Background: an optimization exercise with open tools, aiming at small area. Do not read the settings as production practice.
In this exercise RTL edits were held to simulation tests only and were not proved equivalent to the original.
Power and IR drop assume default switching activity.

==> trial 44 <==
==> flow/design.v <==
package imem_loader_pkg;
  localparam int unsigned LEN_W          = 16;   
  localparam int unsigned BYTE_W         = 8;    
  localparam int unsigned WORD_W         = 32;   
  localparam int unsigned BYTE_IDX_W     = 2;    
  typedef enum logic [2:0] {
    HDR0,
    HDR1,
    PAYLOAD,
    CSUM,
    DONE,
    ERR
  } load_state_e;
endpackage
module imem_array
#(
  parameter int unsigned ADDR_W     = 6,
  parameter logic [31:0] RESET_WORD = 32'h0000_0000
) (
  input  logic              clk,
  input  logic              rst,
  input  logic              we,
  input  logic [ADDR_W-1:0] waddr,
  input  logic [imem_loader_pkg::WORD_W-1:0] wdata,
  input  logic [ADDR_W-1:0] raddr,
  output logic [imem_loader_pkg::WORD_W-1:0] rdata_c
);
  localparam int unsigned DEPTH = 1 << ADDR_W;
  logic [imem_loader_pkg::WORD_W-1:0] mem [DEPTH];
  always_ff @(posedge clk or posedge rst) begin
    if (rst) begin
      for (int i = 0; i < int'(DEPTH); i++) begin
        mem[i] <= RESET_WORD;
      end
    end else if (we) begin
      mem[waddr] <= wdata;
    end
  end
  assign rdata_c = mem[raddr];
endmodule
module imem_loader
#(
  parameter int unsigned ADDR_W     = 6,
  parameter logic [31:0] RESET_WORD = 32'h0000_0000
) (
  input  logic              clk,
  input  logic              rst,
  input  logic              in_valid,
  input  logic [imem_loader_pkg::BYTE_W-1:0] in_data,
  output logic              in_ready,
  input  logic [31:0]       pc,
  output logic [imem_loader_pkg::WORD_W-1:0] instruction,
  output logic              cpu_rst,
  output logic              load_done,
  output logic              load_error,
  output logic [ADDR_W:0]   words_loaded
);
  localparam int unsigned CNT_W = ADDR_W + 1;
  localparam int unsigned DEPTH = 1 << ADDR_W;
  imem_loader_pkg::load_state_e state_q;
  imem_loader_pkg::load_state_e state_d;
  logic [imem_loader_pkg::BYTE_W-1:0]       len_hi_q, len_hi_d;
  logic [imem_loader_pkg::LEN_W-1:0]        len_q, len_d;
  logic [imem_loader_pkg::BYTE_IDX_W-1:0]   byte_idx_q, byte_idx_d;
  logic [imem_loader_pkg::WORD_W-9:0]       word_q, word_d;
  logic [imem_loader_pkg::BYTE_W-1:0]       csum_q, csum_d;
  logic [CNT_W-1:0]        words_q, words_d;
  logic                    ready_q, done_q, err_q, cpu_rst_q;
  logic                    xfer_c;
  logic [imem_loader_pkg::LEN_W-1:0]        len_c;
  logic                    we_c;
  logic [imem_loader_pkg::WORD_W-1:0]       wdata_c;
  logic                    pc_unused;
  assign xfer_c    = in_valid && ready_q;
  assign len_c     = {len_hi_q, in_data};
  assign pc_unused = ^{pc[31:ADDR_W+2], pc[1:0]};
  always_ff @(posedge clk or posedge rst) begin
    if (rst) begin
      state_q    <= imem_loader_pkg::HDR0;
      len_hi_q   <= '0;
      len_q      <= '0;
      byte_idx_q <= '0;
      word_q     <= '0;
      csum_q     <= '0;
      words_q    <= '0;
      ready_q    <= 1'b0;
      done_q     <= 1'b0;
      err_q      <= 1'b0;
      cpu_rst_q  <= 1'b1;
    end else begin
      state_q    <= state_d;
      len_hi_q   <= len_hi_d;
      len_q      <= len_d;
      byte_idx_q <= byte_idx_d;
      word_q     <= word_d;
      csum_q     <= csum_d;
      words_q    <= words_d;
      ready_q    <= (state_d == imem_loader_pkg::HDR0) || (state_d == imem_loader_pkg::HDR1) ||
                    (state_d == imem_loader_pkg::PAYLOAD) || (state_d == imem_loader_pkg::CSUM);
      done_q     <= (state_d == imem_loader_pkg::DONE);
      err_q      <= (state_d == imem_loader_pkg::ERR);
      cpu_rst_q  <= (state_q != imem_loader_pkg::DONE);
    end
  end
  always_comb begin
    state_d    = state_q;
    len_hi_d   = len_hi_q;
    len_d      = len_q;
    byte_idx_d = byte_idx_q;
    word_d     = word_q;
    csum_d     = csum_q;
    words_d    = words_q;
    we_c       = 1'b0;
    wdata_c    = {word_q, in_data};
    case (state_q)
      imem_loader_pkg::HDR0: begin
        if (xfer_c) begin
          len_hi_d = in_data;
          state_d  = imem_loader_pkg::HDR1;
        end
      end
      imem_loader_pkg::HDR1: begin
        if (xfer_c) begin
          len_d = len_c;
          if (32'(len_c) > DEPTH) begin
            state_d = imem_loader_pkg::ERR;
          end else if (len_c == '0) begin
            state_d = imem_loader_pkg::CSUM;
          end else begin
            state_d = imem_loader_pkg::PAYLOAD;
          end
        end
      end
      imem_loader_pkg::PAYLOAD: begin
        if (xfer_c) begin
          csum_d     = csum_q ^ in_data;
          byte_idx_d = byte_idx_q + 2'd1;
          word_d     = {word_q[imem_loader_pkg::WORD_W-17:0], in_data};
          if (byte_idx_q == 2'd3) begin
            we_c    = 1'b1;
            words_d = words_q + CNT_W'(1);
            if (32'(words_q) + 32'd1 == 32'(len_q)) begin
              state_d = imem_loader_pkg::CSUM;
            end
          end
        end
      end
      imem_loader_pkg::CSUM: begin
        if (xfer_c) begin
          state_d = (in_data == csum_q) ? imem_loader_pkg::DONE : imem_loader_pkg::ERR;
        end
      end
      imem_loader_pkg::DONE: state_d = imem_loader_pkg::DONE;
      imem_loader_pkg::ERR:  state_d = imem_loader_pkg::ERR;
      default: state_d = imem_loader_pkg::ERR;
    endcase
  end
  imem_array #(
    .ADDR_W     (ADDR_W),
    .RESET_WORD (RESET_WORD)
  ) u_imem_array (
    .clk     (clk),
    .rst     (rst),
    .we      (we_c),
    .waddr   (words_q[ADDR_W-1:0]),
    .wdata   (wdata_c),
    .raddr   (pc[ADDR_W+1:2]),
    .rdata_c (instruction)
  );
  assign in_ready     = ready_q;
  assign cpu_rst      = cpu_rst_q;
  assign load_done    = done_q;
  assign load_error   = err_q;
  assign words_loaded = words_q;
endmodule
==> flow/run.sh <==
#!/bin/bash
# synth_recipe.tcl (not shown) runs the flow's synth.tcl, then flattens the netlist and writes it again
# the make line also repeats each setting of config.mk as NAME=value (left out here)
make -C /OpenROAD-flow-scripts/flow DESIGN_CONFIG=/design/flow/config.mk WORK_HOME=/design/flow/orfs CLKGATE_MAP_FILE= SYNTH_SCRIPT=/design/flow/synth_recipe.tcl finish
==> flow/config.mk <==
export PLATFORM = sky130hd
export DESIGN_NAME = imem_loader
export DESIGN_NICKNAME = imem_loader
export VERILOG_FILES = /design/flow/design.v
export SDC_FILE = /design/flow/constraint.sdc
export NUM_CORES = 4
export LEC_CHECK = 0
export CAP_MARGIN = 20
export CORE_MARGIN = 2
export CORE_UTILIZATION = 30
export PLACE_DENSITY = 0.4
export SLEW_MARGIN = 20
==> flow/constraint.sdc <==
create_clock -name core_clock -period 12.0 [get_ports {clk}]
set_input_delay 2.4000 -clock core_clock [delete_from_list [all_inputs] [get_ports {clk}]]
set_output_delay 2.4000 -clock core_clock [all_outputs]
set_load 0.01 [all_outputs]
==> inputs of build 40, as changes to trial 44 <==
--- a/flow/design.v
+++ b/flow/design.v
@@ -1,3 +1,2 @@
 package imem_loader_pkg;
-  localparam int unsigned LEN_W          = 16;   
   localparam int unsigned BYTE_W         = 8;    
@@ -21,5 +20,6 @@
   input  logic              rst,
-  input  logic              we,
-  input  logic [ADDR_W-1:0] waddr,
-  input  logic [imem_loader_pkg::WORD_W-1:0] wdata,
+  input  logic              wr,
+  input  logic [1:0]        wlane,
+  input  logic [ADDR_W:0]   wcnt,
+  input  logic [7:0]        wbyte,
   input  logic [ADDR_W-1:0] raddr,
@@ -27,14 +27,78 @@
 );
-  localparam int unsigned DEPTH = 1 << ADDR_W;
-  logic [imem_loader_pkg::WORD_W-1:0] mem [DEPTH];
+  localparam int unsigned RB = ADDR_W - 3;   
+  localparam int unsigned R  = 1 << RB;      
+  localparam int unsigned L  = 8;            
+  logic [7:0] ring_q [4][R][L];
+  logic [7:0] stg_q  [4][2];
+  logic       pend_q [4][2];
+  logic [2:0] cnt_q;
+  logic [ADDR_W:0] cnt_m1, cnt_m2;
+  logic            ins_c [4][R];
+  assign cnt_m1 = wcnt - 1'b1;
+  assign cnt_m2 = wcnt - 2'd2;
+  always_comb begin
+    for (int j = 0; j < 4; j++) begin
+      logic [ADDR_W:0] w1, w0, a;
+      w1 = (2'(j) < wlane) ? wcnt : cnt_m1;
+      w0 = (2'(j) < wlane) ? cnt_m1 : cnt_m2;
+      for (int r = 0; r < int'(R); r++) begin
+        a = (w1[0] == 1'(r)) ? w1 : w0;
+        ins_c[j][r] = pend_q[j][r % 2] && (a[RB-1:0] == RB'(r)) &&
+                      (a[ADDR_W-1:RB] == cnt_q + 3'd1);
+      end
+    end
+  end
+  always_ff @(posedge clk) begin
+    for (int j = 0; j < 4; j++) begin
+      for (int r = 0; r < int'(R); r++) begin
+        ring_q[j][r][0] <= ins_c[j][r] ? stg_q[j][r % 2] : ring_q[j][r][L-1];
+        for (int k = 1; k < int'(L); k++) begin
+          ring_q[j][r][k] <= ring_q[j][r][k-1];
+        end
+      end
+    end
+  end
+  always_ff @(posedge clk) begin
+    if (wr) begin
+      stg_q[wlane][wcnt[0]] <= wbyte;
+    end
+  end
   always_ff @(posedge clk or posedge rst) begin
     if (rst) begin
-      for (int i = 0; i < int'(DEPTH); i++) begin
-        mem[i] <= RESET_WORD;
-      end
-    end else if (we) begin
-      mem[waddr] <= wdata;
-    end
-  end
-  assign rdata_c = mem[raddr];
+      cnt_q <= '0;
+      for (int j = 0; j < 4; j++) begin
+        pend_q[j][0] <= 1'b0;
+        pend_q[j][1] <= 1'b0;
+      end
+    end else begin
+      cnt_q <= cnt_q + 3'd1;
+      for (int j = 0; j < 4; j++) begin
+        for (int p = 0; p < 2; p++) begin
+          logic clr;
+          clr = 1'b0;
+          for (int r = p; r < int'(R); r += 2) clr = clr | ins_c[j][r];
+          if (wr && wlane == 2'(j) && wcnt[0] == 1'(p)) pend_q[j][p] <= 1'b1;
+          else if (clr)                                   pend_q[j][p] <= 1'b0;
+        end
+      end
+    end
+  end
+  always_comb begin
+    logic            valid;
+    logic            e0, e1;
+    logic [2:0]      pos;
+    logic [ADDR_W:0] ra;
+    ra    = {1'b0, raddr};
+    valid = ra < wcnt;
+    e0    = (ra == cnt_m1);
+    e1    = (ra == cnt_m2);
+    pos   = cnt_q - raddr[ADDR_W-1:RB];
+    for (int j = 0; j < 4; j++) begin
+      logic hit;
+      hit = pend_q[j][raddr[0]] && (e0 || (e1 && !(2'(j) < wlane)));
+      if (!valid)   rdata_c[31-8*j -: 8] = RESET_WORD[31-8*j -: 8];
+      else if (hit) rdata_c[31-8*j -: 8] = stg_q[j][raddr[0]];
+      else          rdata_c[31-8*j -: 8] = ring_q[j][raddr[RB-1:0]][pos];
+    end
+  end
 endmodule
@@ -61,6 +125,5 @@
   imem_loader_pkg::load_state_e state_d;
-  logic [imem_loader_pkg::BYTE_W-1:0]       len_hi_q, len_hi_d;
-  logic [imem_loader_pkg::LEN_W-1:0]        len_q, len_d;
+  logic                    hi_nz_q, hi_nz_d;    
+  logic [ADDR_W-1:0]       last_q, last_d;      
   logic [imem_loader_pkg::BYTE_IDX_W-1:0]   byte_idx_q, byte_idx_d;
-  logic [imem_loader_pkg::WORD_W-9:0]       word_q, word_d;
   logic [imem_loader_pkg::BYTE_W-1:0]       csum_q, csum_d;
@@ -69,8 +132,5 @@
   logic                    xfer_c;
-  logic [imem_loader_pkg::LEN_W-1:0]        len_c;
-  logic                    we_c;
-  logic [imem_loader_pkg::WORD_W-1:0]       wdata_c;
+  logic                    wr_c;
   logic                    pc_unused;
   assign xfer_c    = in_valid && ready_q;
-  assign len_c     = {len_hi_q, in_data};
   assign pc_unused = ^{pc[31:ADDR_W+2], pc[1:0]};
@@ -79,6 +139,5 @@
       state_q    <= imem_loader_pkg::HDR0;
-      len_hi_q   <= '0;
-      len_q      <= '0;
+      hi_nz_q    <= 1'b0;
+      last_q     <= '0;
       byte_idx_q <= '0;
-      word_q     <= '0;
       csum_q     <= '0;
@@ -91,6 +150,5 @@
       state_q    <= state_d;
-      len_hi_q   <= len_hi_d;
-      len_q      <= len_d;
+      hi_nz_q    <= hi_nz_d;
+      last_q     <= last_d;
       byte_idx_q <= byte_idx_d;
-      word_q     <= word_d;
       csum_q     <= csum_d;
@@ -106,10 +164,8 @@
     state_d    = state_q;
-    len_hi_d   = len_hi_q;
-    len_d      = len_q;
+    hi_nz_d    = hi_nz_q;
+    last_d     = last_q;
     byte_idx_d = byte_idx_q;
-    word_d     = word_q;
     csum_d     = csum_q;
     words_d    = words_q;
-    we_c       = 1'b0;
-    wdata_c    = {word_q, in_data};
+    wr_c       = 1'b0;
     case (state_q)
@@ -117,4 +173,4 @@
         if (xfer_c) begin
-          len_hi_d = in_data;
-          state_d  = imem_loader_pkg::HDR1;
+          hi_nz_d = (in_data != '0);
+          state_d = imem_loader_pkg::HDR1;
         end
@@ -123,6 +179,6 @@
         if (xfer_c) begin
-          len_d = len_c;
-          if (32'(len_c) > DEPTH) begin
+          last_d = ADDR_W'(in_data - 8'd1);
+          if (hi_nz_q || (32'(in_data) > DEPTH)) begin
             state_d = imem_loader_pkg::ERR;
-          end else if (len_c == '0) begin
+          end else if (in_data == '0) begin
             state_d = imem_loader_pkg::CSUM;
@@ -135,9 +191,8 @@
         if (xfer_c) begin
+          wr_c       = 1'b1;
           csum_d     = csum_q ^ in_data;
           byte_idx_d = byte_idx_q + 2'd1;
-          word_d     = {word_q[imem_loader_pkg::WORD_W-17:0], in_data};
           if (byte_idx_q == 2'd3) begin
-            we_c    = 1'b1;
             words_d = words_q + CNT_W'(1);
-            if (32'(words_q) + 32'd1 == 32'(len_q)) begin
+            if (words_q[ADDR_W-1:0] == last_q) begin
               state_d = imem_loader_pkg::CSUM;
@@ -163,5 +218,6 @@
     .rst     (rst),
-    .we      (we_c),
-    .waddr   (words_q[ADDR_W-1:0]),
-    .wdata   (wdata_c),
+    .wr      (wr_c),
+    .wlane   (byte_idx_q),
+    .wcnt    (words_q),
+    .wbyte   (in_data),
     .raddr   (pc[ADDR_W+1:2]),
==> qor summary <==
|  | trial 44 | build 40 |
|---|---|---|
| Met1 GRT Util | 40.89% | 37.28% |
| Biggest power consumer among the groups | the clock network | sequential cells |
| Post-detailed-placement half-perimeter wirelength | 281100 microns | 194500 microns |
| Cell Count, Final, Fillers Out | 11149 | 8412 |
| First-pass GRT wire length | 633800 microns | 415700 microns |
| Async set-reset flop share out of synthesis | 100.0% | 1.950% |
| Slowest cell on crit path | and2_2 | fa_2 |
| Status | complete, no violations | complete, no violations |
| Proportion of synthesized area in mux cells | 25.35% | 6.718% |
| Clock latency of the later-clocked register in the worst-skew pair | 920 ps | 900 ps |
| Final period utilization | 82.41% | 89.06% |
| Worst-case vdd ir drop | 0.08554 mV | 0.1600 mV |
| Layout cell share with drive strength beyond 1 | 40.57% | 18.94% |
| Routed len/inst | 43.11 microns | 36.97 microns |

[port drivers added, routing unchanged]
How much do the figures lean on ideal ports? The routed layouts below were timed once more, with nothing changed but the port constraints.
Step 1 (the two cells are an assumption about what drives the block):
set clk [get_ports {clk}]
set_driving_cell -lib_cell sky130_fd_sc_hd__clkbuf_16 $clk
set_driving_cell -lib_cell sky130_fd_sc_hd__buf_2 [delete_from_list [all_inputs] $clk]
Step 2 adds t to the input delays and takes it off the output delays; t is the mean of the earliest and latest rising clock arrival at the registers after step 1. Input paths then give back, and output paths get back, about the clock's delay inside the block.
a / b / c = ideal / step 1 / step 2; a / b = the first two.
run | t (ns) | slack for setup (ns) | worst setup path after step 2
trial 44 | 0.993 | 2.110 / 1.934 / 1.934 | input to output
build 40 | 0.955 | 1.313 / 1.290 / 1.290 | input to output
After both steps setup and hold are still met in every run listed. The setup slack of trial 44, which loses most, moves by -0.176 ns with the drivers and by -0.176 ns with both steps.
